This design comes from an exercise in tuning for small area, a short achievable clock period and few clock cycles per item on the open sky130 flow, not from production work. In this exercise RTL edits were held to simulation tests only and were not proved equivalent to the original. No activity file was given, so power comes from the tool's default toggle rates.

`flow/design.v`:
```
package cache_pkg;
    localparam int unsigned BLOCK_WIDTH = 128;
    localparam int unsigned BADDR_WIDTH = 28;
    typedef enum logic [1:0] {
        IDLE   = 2'd0,
        RD_MEM = 2'd1,
        WR_MEM = 2'd2,
        RESP   = 2'd3
    } wb_state_e;
    typedef struct packed {
        logic [BADDR_WIDTH-1:0] addr;
        logic [BLOCK_WIDTH-1:0] data;
    } wb_entry_t;
endpackage
module wb_store
#(
    parameter  int unsigned DEPTH = 4
) (
    input  logic                                   clk,
    input  logic [DEPTH-1:0]                       we,
    input  logic [cache_pkg::BADDR_WIDTH-1:0]      waddr,
    input  logic [cache_pkg::BLOCK_WIDTH-1:0]      wdata,
    output logic [DEPTH-1:0][cache_pkg::BADDR_WIDTH-1:0] addr_q,
    output logic [DEPTH-1:0][cache_pkg::BLOCK_WIDTH-1:0] data_q
);
    always_ff @(posedge clk) begin
        for (int unsigned i = 0; i < DEPTH; i++) begin
            if (we[i]) begin
                addr_q[i] <= waddr;
                data_q[i] <= wdata;
            end
        end
    end
endmodule
module cache_wb_buffer
#(
    parameter int unsigned DEPTH    = 4,
    parameter int unsigned DRAIN_TH = 1
) (
    input  logic                   clk,
    input  logic                   rst,
    input  logic                   c_read,
    input  logic                   c_write,
    input  logic [cache_pkg::BADDR_WIDTH-1:0] c_addr,
    input  logic [cache_pkg::BLOCK_WIDTH-1:0] c_wdata,
    output logic [cache_pkg::BLOCK_WIDTH-1:0] c_rdata,
    output logic                   c_ready,
    output logic                   mem_read,
    output logic                   mem_write,
    output logic [cache_pkg::BADDR_WIDTH-1:0] mem_addr,
    output logic [cache_pkg::BLOCK_WIDTH-1:0] mem_wdata,
    input  logic [cache_pkg::BLOCK_WIDTH-1:0] mem_rdata,
    input  logic                   mem_ready,
    output logic                   wb_empty
);
    localparam int unsigned IW = $clog2(DEPTH);
    logic [DEPTH-1:0][cache_pkg::BADDR_WIDTH-1:0] addr_q;
    logic [DEPTH-1:0][cache_pkg::BLOCK_WIDTH-1:0] data_q;
    logic [DEPTH-1:0] vld_q, vld_d;      
    logic [DEPTH-1:0] dty_q, dty_d;      
    logic [DEPTH-1:0][DEPTH-1:0] mru_q, mru_d;   
    logic             rdy_q, rdy_d;
    logic [cache_pkg::BLOCK_WIDTH-1:0] rdata_q, rdata_d;
    logic             mrd_q, mrd_d;      
    logic             rdone_q, rdone_d;  
    logic [cache_pkg::BADDR_WIDTH-1:0] ra_q, ra_d;
    logic             mwr_q, mwr_d;      
    logic [IW-1:0]    dq_q, dq_d;        
    logic [DEPTH-1:0] hit_v, we, touch, dq_oh, dcand, alloc_oh, victim_oh;
    logic             hit, req, vis, ra_hit, port_free, rd_miss, rd_go, rd_hit;
    logic             rd_ans, mrd_done, wr_ok, dr_go, alloc_ok;
    logic [cache_pkg::BLOCK_WIDTH-1:0] hit_data;
    logic [IW-1:0]    victim_idx;
    int unsigned      ndty;
    function automatic logic [DEPTH-1:0] first1(input logic [DEPTH-1:0] v);
        first1 = '0;
        for (int i = DEPTH-1; i >= 0; i--)
            if (v[i]) first1 = DEPTH'(1) << i;
    endfunction
    function automatic logic [DEPTH-1:0] lru_of(input logic [DEPTH-1:0] cand,
                                                input logic [DEPTH-1:0][DEPTH-1:0] mru);
        logic [DEPTH-1:0] r;
        for (int unsigned i = 0; i < DEPTH; i++) begin
            r[i] = cand[i];
            for (int unsigned j = 0; j < DEPTH; j++)
                if (j != i && cand[j] && !mru[j][i]) r[i] = 1'b0;
        end
        lru_of = first1(r != '0 ? r : cand);
    endfunction
    wb_store #(.DEPTH(DEPTH)) u_store (
        .clk   (clk),
        .we    (we),
        .waddr (c_addr),
        .wdata (c_wdata),
        .addr_q(addr_q),
        .data_q(data_q)
    );
    always_comb begin
        for (int unsigned i = 0; i < DEPTH; i++) begin
            hit_v[i] = vld_q[i] && (addr_q[i] == c_addr);
            dq_oh[i] = (dq_q == IW'(i));
        end
    end
    assign hit = |hit_v;
    always_comb begin
        hit_data = '0;
        for (int unsigned i = 0; i < DEPTH; i++)
            if (hit_v[i]) hit_data = hit_data | data_q[i];
    end
    always_comb begin
        alloc_oh  = lru_of((~vld_q != '0) ? ~vld_q : ~dty_q, mru_q);
        alloc_ok  = |(~dty_q);
        dcand     = dty_q & ~(mwr_q ? dq_oh : '0);
        victim_oh = lru_of(dcand, mru_q);
        victim_idx = '0;
        for (int unsigned i = 0; i < DEPTH; i++)
            if (victim_oh[i]) victim_idx = IW'(i);
        ndty = 0;
        for (int unsigned i = 0; i < DEPTH; i++) ndty = ndty + dcand[i];
    end
    assign vis       = c_read || c_write;
    assign req       = vis && !rdy_q;
    assign ra_hit    = (ra_q == c_addr) && (mrd_q || rdone_q);
    assign mrd_done  = mrd_q && mem_ready;
    assign port_free = (!mrd_q || mem_ready) && (!mwr_q || mem_ready);
    assign rd_miss   = c_read && !hit && !ra_hit;
    assign rd_go     = vis && rd_miss && port_free;
    assign rd_hit    = req && c_read && hit;
    assign rd_ans    = req && c_read && !hit && (ra_q == c_addr) && (rdone_q || mrd_done);
    assign mem_read  = mrd_q;
    always_comb begin
        we    = '0;
        wr_ok = 1'b0;
        if (req && c_write) begin
            if (hit) begin
                if (!(mwr_q && !mem_ready && |(hit_v & dq_oh))) begin
                    we    = hit_v;
                    wr_ok = 1'b1;
                end
            end else if (alloc_ok) begin
                we    = alloc_oh;
                wr_ok = 1'b1;
            end
        end
    end
    assign dr_go = port_free && !(vis && rd_miss) && ndty != 0 &&
                   (ndty >= DRAIN_TH || (req && c_write && !hit && !alloc_ok) || !vis);
    always_comb begin
        touch = we | (rd_hit ? hit_v : '0);
        mru_d = mru_q;
        for (int unsigned i = 0; i < DEPTH; i++)
            for (int unsigned j = 0; j < DEPTH; j++) begin
                if (touch[i]) mru_d[i][j] = 1'b1;
                if (touch[j]) mru_d[i][j] = 1'b0;
            end
        vld_d = vld_q | we;
        dty_d = dty_q;
        if (mwr_q && mem_ready) dty_d = dty_d & ~dq_oh;
        dty_d = dty_d | we;
        rdy_d = rd_hit || wr_ok || rd_ans;
        rdone_d = (rdone_q || mrd_done) && !rdy_q && !wr_ok && !rd_go;
        rdata_d = rd_hit ? hit_data : (mrd_done ? mem_rdata : rdata_q);
        mrd_d = rd_go || (mrd_q && !mem_ready);
        ra_d  = rd_go ? c_addr : ra_q;
        mwr_d = dr_go || (mwr_q && !mem_ready);
        dq_d  = dr_go ? victim_idx : dq_q;
    end
    always_ff @(posedge clk) begin
        if (rst) begin
            vld_q   <= '0;
            dty_q   <= '0;
            rdy_q   <= 1'b0;
            mrd_q   <= 1'b0;
            rdone_q <= 1'b0;
            mwr_q   <= 1'b0;
        end else begin
            vld_q   <= vld_d;
            dty_q   <= dty_d;
            rdy_q   <= rdy_d;
            mrd_q   <= mrd_d;
            rdone_q <= rdone_d;
            mwr_q   <= mwr_d;
        end
    end
    always_ff @(posedge clk) begin
        mru_q   <= mru_d;
        rdata_q <= rdata_d;
        ra_q    <= ra_d;
        dq_q    <= dq_d;
    end
    assign c_ready   = rdy_q;
    assign c_rdata   = rdata_q;
    assign mem_write = mwr_q;
    assign mem_addr  = mwr_q ? addr_q[dq_q] : ra_q;
    assign mem_wdata = data_q[dq_q];
    assign wb_empty  = (dty_q == '0) && !mwr_q;
endmodule
```
`flow/run.sh`:
```
#!/bin/bash
# synth_recipe.tcl (not shown) runs the flow's synth.tcl, then flattens the netlist and writes it again
# the make line also repeats each setting of config.mk as NAME=value (left out here)
make -C /OpenROAD-flow-scripts/flow DESIGN_CONFIG=/design/flow/config.mk WORK_HOME=/design/flow/orfs CLKGATE_MAP_FILE= SYNTH_SCRIPT=/design/flow/synth_recipe.tcl finish
```
`flow/config.mk`:
```
export PLATFORM = sky130hd
export DESIGN_NAME = cache_wb_buffer
export DESIGN_NICKNAME = cache_wb_buffer
export VERILOG_FILES = /design/flow/design.v
export SDC_FILE = /design/flow/constraint.sdc
export NUM_CORES = 4
export LEC_CHECK = 0
export CAP_MARGIN = 20
export CORE_MARGIN = 2
export CORE_UTILIZATION = 40
export SLEW_MARGIN = 20
```
`flow/constraint.sdc`:
```
create_clock -name core_clock -period 4.0 [get_ports {clk}]
set_input_delay 0.8000 -clock core_clock [delete_from_list [all_inputs] [get_ports {clk}]]
set_output_delay 0.8000 -clock core_clock [all_outputs]
set_load 0.01 [all_outputs]
```
==> impl_results.md <==
- Cells after Synth: between 2000 and 2500
- Netlist cell types: 65
- Yosys warns: 2
- Htree depth: 3
- Final net count: 3017
- Period Utilization, post-route: approximately 95%
- Most used DFF post-synth: edfxtp_1
- R2r endpoint: u_store.data_q[87]
- XOR/XNOR share of the synthesized area: 3.24%
- Placement Cell Area: around 43000 µm²
- Post-Synth Simple-Gate Area: 3.86%
- CTS Root Cell: clkbuf_16
- Total CTS buffers: 88
- R2r worst-path depth: 8
- Sequential share of the synthesized area: 69.3%
- Max Root-Sink Buffers: 3
- Static Leak: 15.3 nW
- DR vias/cell: 5.70
- Layout area overhead: 33.3%
- Top-area cell type share of the netlist area: 67.9%
- Max Clock Freq: between 0.2 and 0.3 GHz
- Port Buffers: 576
- Kind of end point of the critical path: primary output
- Mapped Area: 34600 µm²
- Routed length per placed instance: 27.9 µm
- Crit path cell chain: buf_12 -> mux4_2 -> clkdlybuf4s50_1
- Async S/R FF share, synth: 0%
- Power Total: 32.4 mW
- Hold wc startpoint: mru_q[8]
- Worst reg-to-reg setup slack: about 0.57 ns
- Syn nets: 2322
- Hold path depth: 2
- Initial drt markers: between 2000 and 2500
- Largest stage delay, worst path: 0.68 ns
- Core Rows: 107
- Worst min path class: reg2reg
- Clk Latency, worst-skew pair: 0.65 ns
- Mux cell area share after synthesis: ~11%
- Largest family of logic cells by synthesized area: multiplexers
- Initial antenna violation count: 12
- Final Skew: 0.0338 ns
- RSZ-0062 raised after global routing: no
- Drt total wl: 110000 µm
- Slew HR: between 40% and 50%
- Die height: ~300 µm
- Avg Cell Area, Syn: 17.0 µm²
- Initial Util: between 40 and 50%
- Post-CTS resize count: 0
- Worst-path clk slew: 0.06 ns
- Clock sink count: 806
- MaxCap Viol Count: 0
- Worst setup startpoint: dq_q[0]
- Hpwl dp: 77100 µm
- Largest net degree at the start of global routing: 119
- Post-route cell area: 46100 µm²
- Number of global-route vias before repair: 23100
- Synth top area cells: edfxtp_1, mux4_2, a22o_1, a221oi_1, xnor2_1
- Worst Path Required: 3.20 ns
- First-pass GRT wire length: approximately 160000 µm
- Post-CTS Setup Inserts: 0
- Core footprint: 85400 µm²
- Via count: about 23000
- Slew Limit Fails: 0
- Adder-cell share of the synthesized area: 0.130%
- Post-route ant nets: 0
- Count of flip-flops with a built-in enable after synthesis: 782
- Kind of critical path: reg2out
- DRC viols: 0
- GP Congestion: 0.896
- Tot GR Track Use: 24.3%
- Min Tclk post-route: about 3.8 ns
- Final Util: between 50% and 60%
- Crit-path max FO: 77
- Peak supply drop: 0.000500 V
- Cell Pwr Density: around 700 nW/µm²
- Final setup TNS: 0 ns
- Crit path launch type: flip-flop
- Remaining global-route overflow: 0
- Worst R2R Start: vld_q[3]
- I/O Pins: a little under 600
- Share of cells above drive strength 1: 18.5%
- Area fraction in compound gates after synthesis: 9.97%
- Count of final setup violators: 0
- Die width: 298 µm
- Cell accounting for the most synthesized area: edfxtp_1
- Slowest CP cell: mux4_2
- Die area: around 89000 µm²
- Cts hold-fix bufs: 0
- Hold Vio Cnt, Final: 0
- Outcome: timing/DRC/antenna clean
- Worst EP arrival: 3.00 ns
- Yosys reg bits: 806
- CTS tree: done
- WHS Endpoint: mru_q[8]
- Iteration count of the initial detailed-routing pass: 5
- Worst-margin pin slew: ~0.89 ns
[sequential cells by signal, summed over array words and instances, names as in the netlist]
name	flops
u_store.addr_q	112
u_store.data_q	512
rdone_q	1
dq_q	2
mru_q	12
rdata_q	128
rdy_q	1
mrd_q	1
mwr_q	1
dty_q	4
vld_q	4
ra_q	28
[cells in the final DEF (no fill, tap or decap), drive strengths merged, types with 21 or more instances in the layout]
master and count:
clkdlybuf4s50 576, a21oi 22, a22o 131, o21ai 138, nor2 21, clkinv 37, mux2 28, edfxtp 782
clkbuf 110, xnor2 74, a221oi 128, buf 187, xor2 54, mux4 156, nand2 147, dfxtp 24
[synth_stat cells, drive strengths merged (3+ instances only)]
cell type	n
nand4	20
nor3	15
a2111oi	4
mux2	28
o22ai	5
and2	6
nand2	147
nor4	19
mux4	156
a21oi	22
a2111o	3
nor2	21
inv	20
buf	89
clkbuf	69
nand3	6
xnor2	74
a22o	131
dfxtp	24
nand4b	3
nor2b	10
edfxtp	782
nor4b	3
xor2	54
nand2b	13
a221oi	128
o21ai	138
o21a	4
[layout make-up]
class	instances	area [µm²]
clock inverters	51	571
fillers	6921	39300
clock buffers	110	2310
multi-input cells	1046	9820
flip-flops and latches	806	24000
well taps	1144	1430
inverters	20	91.3
repair buffers	763	7910
diodes	7	17.5
[cell families after synthesis]
group | Yosys count
DFF | 806
AOI/OAI and AO/OA | 458
and+or+nand+nor | 273
muxes | 184
buffers and inverters | 178
xor gates and xnor gates | 128
adders and majority gates | 3
[per-stage QoR]
| stage | std cells | hold WS (ns) | worst slack (ns) |
|---|---|---|---|
| floorplan | 2030 | 0.439 | -1.04 |
| global placement | 3779 | 0.475 | -0.127 |
| detailed placement | 3779 | 0.475 | -0.0536 |
| CTS | 3940 | 0.484 | 0.0854 |
| global route | 3944 | 0.502 | 0.0472 |
| finish | 3947 | 0.480 | 0.204 |
[worst max-delay path: cells and delay by family (launching register included)]
kind                   cells  cell delay (ns)
buffers and inverters      2             1.10
DFF                        1             0.43
muxes                      1             0.68
[how the worst max path moves through the flow]
stage                         end  slack, ns  depth (start not counted)
6_report            mem_wdata[47]       0.20                          3
3_5_place_dp             mru_q[6]      -0.05                         12
5_1_grt             mem_wdata[47]       0.05                          3
4_1_cts            mem_wdata[118]       0.09                          4
2_1_floorplan  u_store.addr_q[56]      -1.04                          9
3_3_place_gp             mru_q[6]      -0.13                         12
[report_power, final]
part | total [mW] | internal, mW | switching (mW)
logic | 11.3 | 5.52 | 5.82
clock network | 8.09 | 4.71 | 3.38
registers | 13.0 | 11.9 | 1.09
[routing by layer]
metal  vias up  wire [µm]  GRT usage, %
li1       9756          -             -
met1     11600      43600          32.0
met2      1003      54800          40.6
met3       148       8460          4.86
met4        12       3160          7.65
met5         -         78             0
Testbench counts, summed over its fixed seeds: cycles 27,185, requests 8,000.

afterwards: timing with drivers on the ports:
Ports are ideal in the flow. The routed layout listed here was re-timed in OpenROAD.
Step 1 (the two cells are an assumption about what drives the block):
set clk [get_ports {clk}]
set_driving_cell -lib_cell sky130_fd_sc_hd__clkbuf_16 $clk
set_driving_cell -lib_cell sky130_fd_sc_hd__buf_2 [delete_from_list [all_inputs] $clk]
Step 2 adds t to the input delays and takes it off the output delays; t is the mean of the earliest and latest rising clock arrival at the registers after step 1. Input paths then give back, and output paths get back, about the clock's delay inside the block.
a / b / c = ideal / step 1 / step 2; a / b = the first two.
shift t [ns]: 0.694
setup WS [ns]: 0.204 / 0.144 / -0.140
clock arrival spread, ns: 0.035 / 0.035
slew at the worst register clock pin (ns): 0.06 / 0.06
pins driven straight from the clock port: 1
With both steps, setup timing fails in this run, where it was met with ideal ports. The setup slack of this run moves by -0.060 ns with the drivers and by -0.344 ns with both steps.
